This is an optimization exercise on Yosys and OpenROAD, whose aim is small area, a short achievable clock period and few clock cycles per item, not a production implementation. In this exercise RTL edits were held to simulation tests only and were not proved equivalent to the original. No activity file was given, so power comes from the tool's default toggle rates.

==> flow/design.v (outline; a module is shown in full before it is edited, if it fits) <==
// module layer_rom: 26 lines
// module input_buffer: 20 lines
// module mac_lane: 3097 lines
// module mvm_control: 80 lines
// module mvm_layer: 74 lines
module mvm_layer (
   input  logic  clk,
   input  logic  reset,
   input  logic  s_valid,
   output logic  s_ready,
   input  logic signed [16-1:0] data_in,
   output logic  m_valid,
   input  logic  m_ready,
   output logic signed [16-1:0] data_out
);
  // ...
==> flow/flow/run.sh <==
#!/bin/bash
# Layout flow: the standard synthesis, then a polarity pass on the full
# adders of the synthesized netlist (flow/polfix.py: a full adder is
# self-dual, so complementing its inputs complements its outputs; choosing
# each adder's polarity removes most inverters between adders), checked
# against the synthesized netlist on random vectors (flow/neteq.py), then the
# standard flow from floorplan to the final layout.
set -euo pipefail
R=orfs/results/${FLOW_PLATFORM}/mvm_layer/base

bash standard.sh synth > synth.log 2>&1

cp $R/1_2_yosys.v $R/1_2_yosys_std.v
python3 flow/polfix.py $R/1_2_yosys_std.v $R/1_2_yosys_pol.v > polfix.log 2>&1
python3 flow/neteq.py $R/1_2_yosys_std.v $R/1_2_yosys_pol.v 40 > neteq.log 2>&1
cp $R/1_2_yosys_pol.v $R/1_2_yosys.v
rm -f $R/1_synth.odb $R/1_synth.sdc

bash standard.sh > layout.log 2>&1
==> flow/flow/neteq.py <==
#!/usr/bin/env python3
"""Random-vector comparison of two gate netlists with the same registers:
register outputs and primary inputs are driven with random words, register
inputs and primary outputs are compared.  usage: neteq.py A.v B.v [rounds]"""
import re, sys, random

LIB = '/OpenROAD-flow-scripts/flow/platforms/sky130hd/lib/sky130_fd_sc_hd__tt_025C_1v80.lib'
lib = open(LIB).read()
funcs = {}
seq = set()
for m in re.finditer(r'cell \("?(\w+)"?\)\s*\{', lib):
    name = m.group(1)
    start = m.end()
    # find the end of this cell (next 'cell (' )
    nxt = lib.find('\n    cell (', start)
    body = lib[start:nxt if nxt > 0 else len(lib)]
    if re.search(r'\bff\s*\(|\blatch\s*\(', body):
        seq.add(name)
    f = {}
    for pm in re.finditer(r'pin \("?(\w+)"?\)\s*\{(.*?)\n\s{8}\}', body, re.S):
        fm = re.search(r'function\s*:\s*"([^"]*)"', pm.group(2))
        if fm:
            f[pm.group(1)] = fm.group(1)
    funcs[name] = f

W = 64
MASK = (1 << W) - 1


def pyexpr(e):
    e = e.replace('!', ' ~').replace('*', ' & ').replace('+', ' | ')
    # implicit AND by juxtaposition (e.g. "A B") is not used in this library
    return e


def parse(path):
    src = open(path).read()
    cells = []
    for m in re.finditer(r'(sky130_fd_sc_hd__\w+)\s+(\S+)\s*\((.*?)\);', src, re.S):
        typ, name, pins = m.groups()
        pl = {p: n.strip() for p, n in re.findall(r'\.(\w+)\((.*?)\)\s*(?:,|$)', pins.strip(), re.S)}
        cells.append((typ, name, pl))
    assigns = re.findall(r'assign\s+(.*?)\s*=\s*(.*?);', src)
    ins = []
    for hi, lo, nm in re.findall(r'^\s*input\s+(?:\[(\d+):(\d+)\]\s+)?(\S+);', src, re.M):
        ins += [f'{nm}[{i}]' for i in range(int(lo), int(hi) + 1)] if hi else [nm]
    outs = []
    for hi, lo, nm in re.findall(r'^\s*output\s+(?:\[(\d+):(\d+)\]\s+)?(\S+);', src, re.M):
        outs += [f'{nm}[{i}]' for i in range(int(lo), int(hi) + 1)] if hi else [nm]
    return cells, assigns, ins, outs


def norm(n):
    n = n.strip()
    m = re.match(r'^(\\?\S+?)\s*\[(\d+)\]$', n)
    if m and not n.startswith('\\') or (m and ' ' in n):
        return f'{m.group(1).strip()}[{m.group(2)}]'
    return n


def evaluate(net, vals):
    cells, assigns, ins, outs = net
    drv = {}
    for typ, name, pl in cells:
        c = typ.replace('sky130_fd_sc_hd__', '')
        if typ in seq_full:
            continue
        for p, n in pl.items():
            if p in funcs[typ]:
                drv[norm(n)] = (typ, pl, p)
    for l, r in assigns:
        drv[norm(l)] = ('assign', r, None)
    memo = dict(vals)
    sys.setrecursionlimit(100000)

    def get(n):
        n = norm(n)
        if n in memo:
            return memo[n]
        if re.match(r"^1'h?b?0$|^1'b0$|^1'h0$", n):
            return 0
        if re.match(r"^1'h?b?1$|^1'b1$|^1'h1$", n):
            return MASK
        if n not in drv:
            raise KeyError(n)
        typ, pl, p = drv[n]
        if typ == 'assign':
            v = get(pl)
        else:
            f = funcs[typ][p]
            env = {}
            for pin in set(re.findall(r'[A-Za-z_]\w*', f)):
                env[pin] = get(pl[pin])
            v = eval(pyexpr(f), {}, env) & MASK
        memo[n] = v
        return v
    return get


seq_full = set(seq)


def regs(net):
    cells = net[0]
    r = {}
    for typ, name, pl in cells:
        if typ in seq_full:
            r[name] = (typ, pl)
    return r


A = parse(sys.argv[1])
B = parse(sys.argv[2])
rounds = int(sys.argv[3]) if len(sys.argv) > 3 else 20
ra, rb = regs(A), regs(B)
assert set(ra) == set(rb), 'register sets differ'
assert all(ra[k][0] == rb[k][0] for k in ra), 'register types differ'
rng = random.Random(1)
bad = 0
for r in range(rounds):
    vals_a, vals_b = {}, {}
    for i in A[2]:
        v = rng.getrandbits(W)
        vals_a[norm(i)] = v
        vals_b[norm(i)] = v
    for k, (typ, pl) in ra.items():
        v = rng.getrandbits(W)
        for p in ('Q',):
            if p in pl:
                vals_a[norm(pl[p])] = v
        if 'Q_N' in pl:
            vals_a[norm(pl['Q_N'])] = ~v & MASK
        plb = rb[k][1]
        if 'Q' in plb:
            vals_b[norm(plb['Q'])] = v
        if 'Q_N' in plb:
            vals_b[norm(plb['Q_N'])] = ~v & MASK
    ga, gb = evaluate(A, vals_a), evaluate(B, vals_b)
    for k, (typ, pl) in ra.items():
        for p, n in pl.items():
            if p in ('Q', 'Q_N', 'CLK'):
                continue
            if ga(n) != gb(rb[k][1][p]):
                bad += 1
                if bad < 10:
                    print('mismatch', k, p)
    for o in A[3]:
        if ga(o) != gb(o):
            bad += 1
            if bad < 10:
                print('mismatch out', o)
print('rounds', rounds, 'vectors', rounds * W, 'mismatches', bad)
sys.exit(1 if bad else 0)
==> flow/flow/polfix.py <==
#!/usr/bin/env python3
"""Remove inverters around full-adder cells by choosing each full adder's
polarity.  A full adder is self-dual: complementing its three inputs
complements both outputs.  Reads a Yosys-written gate netlist, writes one
with the same registers and the same function.

usage: polfix.py IN.v OUT.v
"""
import re, sys, random
from collections import defaultdict

src = open(sys.argv[1]).read()
m = re.search(r'^module\s.*?;\n', src, re.M | re.S)
head_end = m.end()
endm = src.rindex('endmodule')
body = src[head_end:endm]

# split body into statements
stmts = re.findall(r'\s*(.*?;)\n', body, re.S)
cell_re = re.compile(r'(sky130_fd_sc_hd__\w+)\s+(\S+)\s*\((.*)\)\s*;', re.S)
pin_re = re.compile(r'\.(\w+)\((.*?)\)\s*(?:,|$)', re.S)

OUTS = {'X', 'Y', 'Q', 'Q_N', 'SUM', 'COUT', 'HI', 'LO'}
INV = {'sky130_fd_sc_hd__inv_1'}
FA = {'sky130_fd_sc_hd__fa_1'}
XORS = {'sky130_fd_sc_hd__xor2_1': 0, 'sky130_fd_sc_hd__xnor2_1': 1}

decls, cells, others = [], [], []
for s in stmts:
    s = s.strip()
    c = cell_re.match(s)
    if c:
        typ, name, pins = c.groups()
        pl = [(p, n.strip()) for p, n in pin_re.findall(pins.strip())]
        cells.append([typ, name, pl])
    elif s.startswith(('wire', 'input', 'output', 'reg')):
        decls.append(s)
    else:
        others.append(s)
if others:
    # assigns etc: nets they read are fixed loads
    pass

driver = {}
loads = defaultdict(list)
for ci, (typ, name, pl) in enumerate(cells):
    for p, n in pl:
        if p in OUTS:
            driver[n] = (ci, p)
        else:
            loads[n].append((ci, p))
# nets read by assigns / ports are fixed loads
fixed_nets = set()
for s in others:
    for tok in re.findall(r'\\\S+ |[A-Za-z_][\w$]*(?:\s*\[\d+\])?', s):
        fixed_nets.add(tok.strip())
portdecl = re.findall(r'^\s*output\s+(?:\[(\d+):(\d+)\]\s+)?(\S+);', src[:endm], re.M)
for hi, lo, nm in portdecl:
    if hi:
        for i in range(int(lo), int(hi) + 1):
            fixed_nets.add(f'{nm}[{i}]')
    else:
        fixed_nets.add(nm)


def is_inv(ci):
    return cells[ci][0] in INV


def inv_in(ci):
    return dict(cells[ci][2])['A']


def base(n):
    """(base net, polarity) through chains of inverters"""
    pol = 0
    seen = 0
    while n in driver and is_inv(driver[n][0]):
        n = inv_in(driver[n][0])
        pol ^= 1
        seen += 1
        assert seen < 100
    return n, pol


fa_ids = [ci for ci, c in enumerate(cells) if c[0] in FA or c[0] in XORS]
fa_index = {ci: i for i, ci in enumerate(fa_ids)}

# load requirements: list of (base, pol, fa_or_None)
# every non-inverter load pin
reqs = defaultdict(list)   # base -> list of (pol, fa index or -1)
pin_base = {}
for ci, (typ, name, pl) in enumerate(cells):
    if typ in INV:
        continue
    for p, n in pl:
        if p in OUTS:
            continue
        if n.startswith(("1'", "0'")) or re.match(r"^\d+'", n):
            continue
        b, pol = base(n)
        pin_base[(ci, p)] = (b, pol)
        if typ in XORS:
            reqs[b]   # any polarity will do
            continue
        reqs[b].append((pol, fa_index.get(ci, -1)))
# inverter outputs that reach fixed nets (ports / assigns)
for n in fixed_nets:
    if n in driver:
        b, pol = base(n)
        if pol or b != n:
            reqs[b].append((pol, -2))

# physical polarity of a base net: flip of its driving FA, else 0
def drv_fa(b):
    if b in driver:
        ci = driver[b][0]
        if ci in fa_index:
            return fa_index[ci]
    return -1


frozen = set()
for n in fixed_nets:
    if n in driver and driver[n][0] in fa_index:
        frozen.add(fa_index[driver[n][0]])
bases = list(reqs.keys())
bdrv = {b: drv_fa(b) for b in bases}
flip = [0] * len(fa_ids)


def cost_of(b):
    d = bdrv[b]
    ph = flip[d] if d >= 0 else 0
    need = set()
    for pol, f in reqs[b]:
        r = pol ^ (flip[f] if f >= 0 else 0)
        need.add(r)
    return 1 if (ph ^ 1) in need else 0


# bases touched by each FA
touch = defaultdict(set)
for b in bases:
    if bdrv[b] >= 0:
        touch[bdrv[b]].add(b)
    for pol, f in reqs[b]:
        if f >= 0:
            touch[f].add(b)

total = sum(cost_of(b) for b in bases)
start = total
improved = True
rounds = 0
while improved and rounds < 50:
    improved = False
    rounds += 1
    order = list(range(len(fa_ids)))
    random.Random(rounds).shuffle(order)
    for f in order:
        if f in frozen:
            continue
        before = sum(cost_of(b) for b in touch[f])
        flip[f] ^= 1
        after = sum(cost_of(b) for b in touch[f])
        if after < before:
            total += after - before
            improved = True
        else:
            flip[f] ^= 1
# also try pairs: flip a FA and its neighbours greedily (simple annealing)
rng = random.Random(7)
T = 1.0
for it in range(200000):
    f = rng.randrange(len(fa_ids))
    if f in frozen:
        continue
    before = sum(cost_of(b) for b in touch[f])
    flip[f] ^= 1
    after = sum(cost_of(b) for b in touch[f])
    d = after - before
    if d <= 0 or rng.random() < pow(2.718, -d / T):
        total += d
    else:
        flip[f] ^= 1
    T = max(0.02, T * 0.99997)
# final greedy
improved = True
while improved:
    improved = False
    for f in range(len(fa_ids)):
        if f in frozen:
            continue
        before = sum(cost_of(b) for b in touch[f])
        flip[f] ^= 1
        after = sum(cost_of(b) for b in touch[f])
        if after < before:
            total += after - before
            improved = True
        else:
            flip[f] ^= 1

n_inv_old = sum(1 for c in cells if c[0] in INV)
sys.stderr.write(f'inverters before {n_inv_old}, needed before opt {start}, after {total}, '
                 f'flipped {sum(flip)} of {len(fa_ids)}\n')

# ------------------------------------------------------------- rewrite
inv_names = [c[1] for c in cells if c[0] in INV]
new_inv = {}       # base -> inverted net name
new_cells = []
new_wires = []
cnt = [0]


def phys(b):
    d = bdrv.get(b, drv_fa(b))
    return flip[d] if d >= 0 else 0


def net_for(b, want):
    """net carrying value (b ^ want) where b is the logical base value"""
    if phys(b) == want:
        return b
    if b not in new_inv:
        nm = f'_polinv{cnt[0]}_'
        cnt[0] += 1
        new_inv[b] = nm
        new_wires.append(nm)
        iname = inv_names.pop() if inv_names else f'_polinvc{cnt[0]}_'
        new_cells.append(['sky130_fd_sc_hd__inv_1', iname, [('A', b), ('Y', nm)]])
    return new_inv[b]


out_cells = []
for ci, (typ, name, pl) in enumerate(cells):
    if typ in INV:
        continue
    f = fa_index.get(ci, -1)
    fl = flip[f] if f >= 0 else 0
    npl = []
    if typ in XORS:
        t = XORS[typ] ^ fl
        for p, n in pl:
            if p in OUTS or (ci, p) not in pin_base:
                npl.append((p, n))
                continue
            b, pol = pin_base[(ci, p)]
            t ^= pol ^ phys(b)
            npl.append((p, b))
        typ = 'sky130_fd_sc_hd__xnor2_1' if t else 'sky130_fd_sc_hd__xor2_1'
        npl = [(('Y' if t else 'X') if p in ('X', 'Y') else p, n) for p, n in npl]
        out_cells.append([typ, name, npl])
        continue
    for p, n in pl:
        if p in OUTS or (ci, p) not in pin_base:
            npl.append((p, n))
            continue
        b, pol = pin_base[(ci, p)]
        npl.append((p, net_for(b, pol ^ fl)))
    out_cells.append([typ, name, npl])
# fixed nets driven (originally) by inverters must still carry their value
for n in sorted(fixed_nets):
    if n in driver and is_inv(driver[n][0]):
        b, pol = base(n)
        ph = phys(b)
        # drive n from b (pol^ph == 1 -> inverter, else buffer)
        iname = inv_names.pop() if inv_names else f'_polinvd{cnt[0]}_'
        cnt[0] += 1
        if pol ^ ph:
            new_cells.append(['sky130_fd_sc_hd__inv_1', iname, [('A', b), ('Y', n)]])
        else:
            new_cells.append(['sky130_fd_sc_hd__buf_1', iname, [('A', b), ('X', n)]])
# any FA-output base net with flip whose original name is a fixed net: unsupported
for n in fixed_nets:
    if n in driver and driver[n][0] in fa_index and flip[fa_index[driver[n][0]]] and n in reqs:
        raise SystemExit('flipped FA drives a port net: ' + n)

def esc(n):
    return n + ' ' if n.startswith('\\') and ' ' not in n else n


out = [src[:head_end]]
for d in decls:
    out.append('  ' + d + '\n')
for w in new_wires:
    out.append(f'  wire {w};\n')
for s in others:
    out.append('  ' + s + '\n')
for typ, name, pl in out_cells + new_cells:
    out.append(f'  {typ} {name} (\n')
    out.append(',\n'.join(f'    .{p}({esc(n)})' for p, n in pl))
    out.append('\n  );\n')
out.append('endmodule\n')
open(sys.argv[2], 'w').write(''.join(out))
sys.stderr.write(f'inverters now {sum(1 for c in out_cells + new_cells if c[0] in INV)}\n')
==> flow/standard.sh <==
#!/bin/bash
# synth_recipe.tcl (not shown) runs the flow's synth.tcl, then flattens the netlist and writes it again
# the make line also repeats each setting of config.mk as NAME=value (left out here)
make -C /OpenROAD-flow-scripts/flow DESIGN_CONFIG=/design/flow/config.mk WORK_HOME=/design/flow/orfs CLKGATE_MAP_FILE= SYNTH_SCRIPT=/design/flow/synth_recipe.tcl "${@:-finish}"
==> flow/config.mk <==
export PLATFORM = sky130hd
export DESIGN_NAME = mvm_layer
export DESIGN_NICKNAME = mvm_layer
export VERILOG_FILES = /design/flow/design.v
export SDC_FILE = /design/flow/constraint.sdc
export NUM_CORES = 4
export LEC_CHECK = 0
export CAP_MARGIN = 20
export CORE_MARGIN = 2
export CORE_UTILIZATION = 40
export CTS_CLUSTER_DIAMETER = 80
export CTS_CLUSTER_SIZE = 25
export PLACE_DENSITY = 0.6
export SETUP_SLACK_MARGIN = 4.4
export SLEW_MARGIN = 20
==> flow/constraint.sdc <==
create_clock -name core_clock -period 7.0 [get_ports {clk}]
set_input_delay 1.4000 -clock core_clock [delete_from_list [all_inputs] [get_ports {clk}]]
set_output_delay 1.4000 -clock core_clock [all_outputs]
set_load 0.01 [all_outputs]
==> results.cfg, run 1 <==
[setup_path]
critPathKind = reg -> reg
slowest_delay_ns = 0.89
r2r_end = u_lane.q2_s2_11_5
cp-end-kind = flop
start_kind = flop

[finish]
register_area_sq_um = 18600
sh_seq_area_pct = 46.3
buf_share_pct = 1.33
area_growth_pct = 7.50
multiInputGateArea_sq_um = 17900
final_common_cell = xnor2_1
num-multi-input-gates = 1809

[yosys]
ys_warn_count = 6
syn_area_sq_um = 37300

[global_routing]
grt-ovfl-total = 0
antenna_found_initial = 6
grt_max_degree = 129

[hold_path]
hold_path.startpoint = u_lane.q2_c_cst_0

[clock_network]
post_cts_buffers = 9
worstSkewPairLatency_ns = 0.61

[power_and_ir_drop]
power_leader = registers
powerSeq_mw = 5.07
switching_share_pct = 27.1
leakage_nw = 14.2
power_clock_mw = 2.82
peakVddDrop_v = 0.000147

[timing]
fin_tns_setup_ns = 0
fin_skew_ns = 0.0246
finalCritPeriodShare_pct = 38.1

[outcome]
status = no timing/DRC/antenna violations

[route]
first_pass_iters = 7
wl_met1_um = 44100

[place]
hpwl_um = 85100
routabilityCongestion = 0.917
Testbench counts, summed over its fixed seeds: cycles 5,216, frames 320.
==> run 2: changes to the inputs <==
--- a/flow/config.mk
+++ b/flow/config.mk
@@ -8,8 +8,6 @@
 export CAP_MARGIN = 20
 export CORE_MARGIN = 2
 export CORE_UTILIZATION = 40
-export CTS_CLUSTER_DIAMETER = 80
-export CTS_CLUSTER_SIZE = 25
 export PLACE_DENSITY = 0.6
 export SETUP_SLACK_MARGIN = 4.4
 export SLEW_MARGIN = 20
==> results.cfg, run 2 <==
[floorplanning]
dieArea_sq_um = 95800
die_h_um = 309
core_sq_um = 92900
start_util_pct = 40.2
num_rows = 112
die_width_um = 309
io_pins = 38

[outcome]
status = no timing/DRC/antenna violations

[clock_network]
cts.sinks = 769
cts_inserted_buffers = 84
cts_tree = done
path_clk_slew_ns = 0.06
htree_levels = 3
cts_root_buf = clkbuf_16
clk_path_buf_depth = 3
worstSkewPairLatency_ns = 0.64

[timing]
max_slew.worst_pin.slew_ns = 1.43
setup_violations = 0
fin_skew_ns = 0.0322
rsz0062_at_grt = true
min_period_ns = 2.61
final_hold_viol_count = 0
slew_violations = 0
fin_tns_setup_ns = 0
finalCritPeriodShare_pct = 37.3
max_slew_margin_pct = 4.17
fin_ws_ns = 4.39
fmax_mhz = 383
whs_ns = 0.327

[global_routing]
grt_pass1_vias = 23100
antenna_found_initial = 7
gr-usage-all-layers_pct = 23.1
grt_pass1_wl_um = 159000
grt_max_degree = 129
grt-ovfl-total = 0

[hold_path]
holdPathEnd = u_lane.q6_q2_c_cst_0
hold_path.startpoint = u_lane.q2_c_cst_0
hold_depth = 0
min_path_type = reg -> reg

[place]
dp.cells = 3905
pre_cts_slack_ns = 2.67
hpwl_um = 85100
routabilityCongestion = 0.917
placed_cell_area_sq_um = 38500
io_buffers = 36

[finish]
fin_cells = 4082
largestRegisters = u_input_buffer.x (128), u_input_buffer.sh (112), ctl (106)
utilization_pct = 44.9
finalInstanceArea_sq_um = 41700
n_fill_cell = 8286
area_growth_pct = 11.7
layout_common_cells = xnor2_1 (433), dfxtp_1 (428), a22oi_1 (386), fa_1 (338), edfxtp_1 (315)
largest-register = u_input_buffer.x
register_area_sq_um = 18600
largest_reg_flops = 128
multiInputGateArea_sq_um = 17900
drive_gt1_share_pct = 9.81
final_nets = 3179
final_common_cell = xnor2_1

[yosys]
ys_warn_count = 6
syn_area_sq_um = 37300
synth.avg_cell_area_sq_um = 13.1
synth_nets = 3276
syn_inst = 2850

[route]
routed_via_density = 5.52
drtAntennaViolNets = 0
wirelength_um = 110000
vias = 22500
post_drt_wl_per_cell_um = 27.0
route.detailed.drc = 0
initialDrtViolationCount = 2953
first_pass_iters = 6

[power_and_ir_drop]
switchingPower_mw = 2.85
finalPower_mw = 11.1
clock_power_share_pct = 41.8
sequentialPowerShare_pct = 45.7
p_comb_share_pct = 12.5
peakVddDrop_v = 0.000178
power_density_nw_per_um2 = 266
switching_share_pct = 25.7
intPower_mw = 8.25
leakage_nw = 15.0

[setup_path]
start_kind = flop
required_ns = 7.53
crit_fanout = 16
r2r_cells = 4
cp-end-kind = flop
r2r_end = u_lane.q2_s2_11_5
worstPathArrival_ns = 3.14
critPathKind = reg -> reg
r2r_setup_slack_ns = 4.39
r2r_start = ctl[75]

[job]
drv_cap = 0
[run 2: cell types whose count changed in the layout (fill, tap and decap cells not counted), sizes merged, moves of 2 or more]
cell	delta
clkinvlp	+12
inv	-6
buf	-2
clkbuf	+52
clkinv	+19
bufinv	+6
[run 2: area by class of cell]
class,instances,area share [%]
multi-input cells,1809,43.0
clock inverters,50,1.28
inverters,28,0.276
repair buffers,61,1.20
clock buffers,108,5.86
well taps,1254,3.76
diodes,3,0.0180
flip-flops and latches,769,44.6
[run 2: repair_timing]
action                     CTS  global route
pin swaps                    7             9
hold endpoints to repair     0             0
hold buffers                 0             0
cloned                       1             1
gates resized for setup    111            33
setup endpoints to repair  255           116
setup buffers                6             8
[run 2: power by group through the flow]
stage | Clock, mW | Combinational (mW) | Sequential, mW
CTS | 4.72 | 1.29 | 5.07
floorplan | 0 | 0.845 | 5.15
global placement | 0 | 1.23 | 5.16
global route | 4.90 | 1.51 | 5.08
finish | 4.63 | 1.39 | 5.07
detailed placement | 0 | 1.26 | 5.17
[run 2: per-layer routing]
layer / global-route usage, % / up-vias / wire length, um
met2: 37.3 / 1140 / 52100
li1: - / 9744 / -
met3: 4.18 / 205 / 8510
met4: 10.7 / 6 / 5720
met5: 0 / - / 41
met1: 30.2 / 11400 / 43800
[run 2: worst max path at each step]
stage | depth (start not counted) | endpoint | slack, ns | from
floorplan | 11 | u_control.cnt[2] | 0.28 | s_valid
global placement | 13 | u_control.cnt[2] | 2.65 | s_valid
detailed placement | 13 | u_control.cnt[2] | 2.67 | s_valid
CTS | 1 | data_out[13] | 4.35 | dout[13]
global route | 1 | data_out[13] | 4.36 | dout[13]
finish | 4 | u_lane.q2_s2_11_5 | 4.39 | ctl[75]
[run 2: worst max-delay path: stages, from the launching register on]
cell	delay, ns
dfxtp_1	0.87
a22oi_1	0.23
xnor2_1	0.20
fa_1	0.55
fa_1	0.68
==> run 3: changes to the inputs <==
--- a/flow/config.mk
+++ b/flow/config.mk
@@ -7,7 +7,9 @@
 export LEC_CHECK = 0
 export CAP_MARGIN = 20
 export CORE_MARGIN = 2
-export CORE_UTILIZATION = 40
-export PLACE_DENSITY = 0.6
-export SETUP_SLACK_MARGIN = 4.4
+export CORE_UTILIZATION = 65
+export CTS_CLUSTER_DIAMETER = 80
+export CTS_CLUSTER_SIZE = 25
+export PLACE_DENSITY = 0.75
+export SETUP_SLACK_MARGIN = 4.5
 export SLEW_MARGIN = 20
==> results.cfg, run 3 <==
[route]
routed_via_density = 6.52
vias = 23000
post_drt_wl_per_cell_um = 30.3
drtAntennaViolNets = 0
route.detailed.drc = 0
initialDrtViolationCount = 3255
first_pass_iters = 6
wirelength_um = 107000

[yosys]
ys_warn_count = 6
synth_nets = 3276
syn_area_sq_um = 37300
syn_inst = 2850
synth.avg_cell_area_sq_um = 13.1

[setup_path]
path_buf_inv = 1
slowest_delay_ns = 0.47
cp_cell_sequence = buf_2
required_ns = 5.60
cp_slowest_cell = edfxtp_1
crit_fanout = 1
critPathTopFamily = flip-flops
worstPathArrival_ns = 1.26
critPathKind = reg -> out
cp-end-kind = output port
start_kind = flop

[place]
io_buffers = 36
pre_cts_slack_ns = 1.86
placed_cell_area_sq_um = 37800
hpwl_um = 80700
routabilityCongestion = 0.958

[finish]
drive_gt1_share_pct = 9.57
final_nets = 3167
largest-register = u_input_buffer.x
area_growth_pct = 7.19
n_antenna_cell = 0
finalInstanceArea_sq_um = 40000
largestRegisters = u_input_buffer.x (128), u_input_buffer.sh (112), ctl (106)
final_common_cell = xnor2_1
layout_common_cells = xnor2_1 (430), dfxtp_1 (402), a22oi_1 (386), fa_1 (324), edfxtp_1 (315)
largest_reg_flops = 128

[clock_network]
worstSkewPairLatency_ns = 0.60
htree_levels = 2
path_clk_slew_ns = 0.10
clk_path_buf_depth = 3
cts_root_buf = clkbuf_16
cts_inserted_buffers = 40
cts_tree = done
cts_hold_buf = 0
cts.sinks = 769

[floorplanning]
num_rows = 87
io_pins = 38
die_h_um = 244
core_sq_um = 56600
start_util_pct = 66.0
die_width_um = 244
dieArea_sq_um = 59400

[job]
drv_cap = 0

[hold_path]
min_path_type = reg -> reg

[global_routing]
gr-usage-all-layers_pct = 36.2
grt_pass1_vias = 23200
grt_pass1_wl_um = 155000
grt_max_degree = 98
antenna_found_initial = 12
grt-ovfl-total = 0

[power_and_ir_drop]
power_density_nw_per_um2 = 233
leakage_nw = 14.4
peakVddDrop_v = 0.000304
finalPower_mw = 9.32

[timing]
finalCritPeriodShare_pct = 37.9
fin_tns_setup_ns = 0
max_slew_margin_pct = 27.7
slew_violations = 0
fmax_mhz = 376
setup_violations = 0
min_period_ns = 2.66
rsz0062_at_grt = true
fin_ws_ns = 4.34
final_hold_viol_count = 0
max_slew.worst_pin.slew_ns = 1.08
fin_skew_ns = 0.0234

[outcome]
status = no timing/DRC/antenna violations
run 3: report_power, final:
part           internal, mW  switching (mW)
Clock                  1.18            1.49
Sequential             4.97          0.0940
Combinational         0.641           0.944
run 3: metrics by stage:
stage	std cells	hold slack [ns]	utilization [%]
finish	3524	0.334	70.7
detailed placement	3407	0.312	66.8
global placement	3407	0.319	66.8
global route	3524	0.338	70.7
CTS	3503	0.335	69.9
floorplan	2850	0.310	-
run 3: per-layer routing:
layer  GRT usage (%)  part of all wire (%)  up-vias  wire length [um]
li1                -                     -     9663                 -
met1            46.6                    36    11600             38700
met2            57.2                    47     1456             49800
met3            6.70                   9.5      267             10100
met4            22.4                   7.5       10              7990
met5               0                 0.066        -                70
run 3: final cells by class:
cell class,count,area [sq um]
clock buffers,60,1110
clock inverters,9,153
fillers,3923,16600
inverters,28,121
multi-input cells,1809,18100
flip-flops and latches,769,18600
well taps,756,946
repair buffers,93,973
run 3: path summary, 6_finish.rpt:
path,from,end,slack (ns),depth (start not counted)
worst max register to register,u_control.row[0],ctl[17],4.44,5
worst min register to register,u_lane.q2_c_cst_2,u_lane.q6_q2_c_cst_2,0.33,0
worst min-delay path,u_lane.q2_c_cst_2,u_lane.q6_q2_c_cst_2,0.33,0
worst max-delay path,dout[12],data_out[12],4.34,1
run 3: repair_timing:
item                       4_1_cts  5_1_grt
pin swaps                       24       23
setup endpoints to repair      416      212
setup buffers                   22       18
resized for setup              163       65
cloned                           5        2

==> re-timing with driven ports <==
How much do the figures lean on ideal ports? The routed layouts below were timed once more, with nothing changed but the port constraints.
Step 1 (the two cells are an assumption about what drives the block):
set clk [get_ports {clk}]
set_driving_cell -lib_cell sky130_fd_sc_hd__clkbuf_16 $clk
set_driving_cell -lib_cell sky130_fd_sc_hd__buf_2 [delete_from_list [all_inputs] $clk]
Step 2 times the ports against the registers' clock, not the clock port: input delays grow and output delays shrink by t, the midpoint of the rising clock arrivals with the driver on.
Three values: no drivers, after step 1, after step 2; two values: the first two.
run	t (ns)	slack for setup (ns)	worst data-port slew with drivers (ns)
run 1	0.673	4.333 / 4.333 / 3.789	0.06
run 2	0.700	4.386 / 4.332 / 3.778	0.04
run 3	0.656	4.344 / 4.280 / 3.777	0.06
After both steps every run listed still meets setup and hold. The setup slack of run 2, which loses most, moves by -0.054 ns with the drivers and by -0.608 ns with both steps.
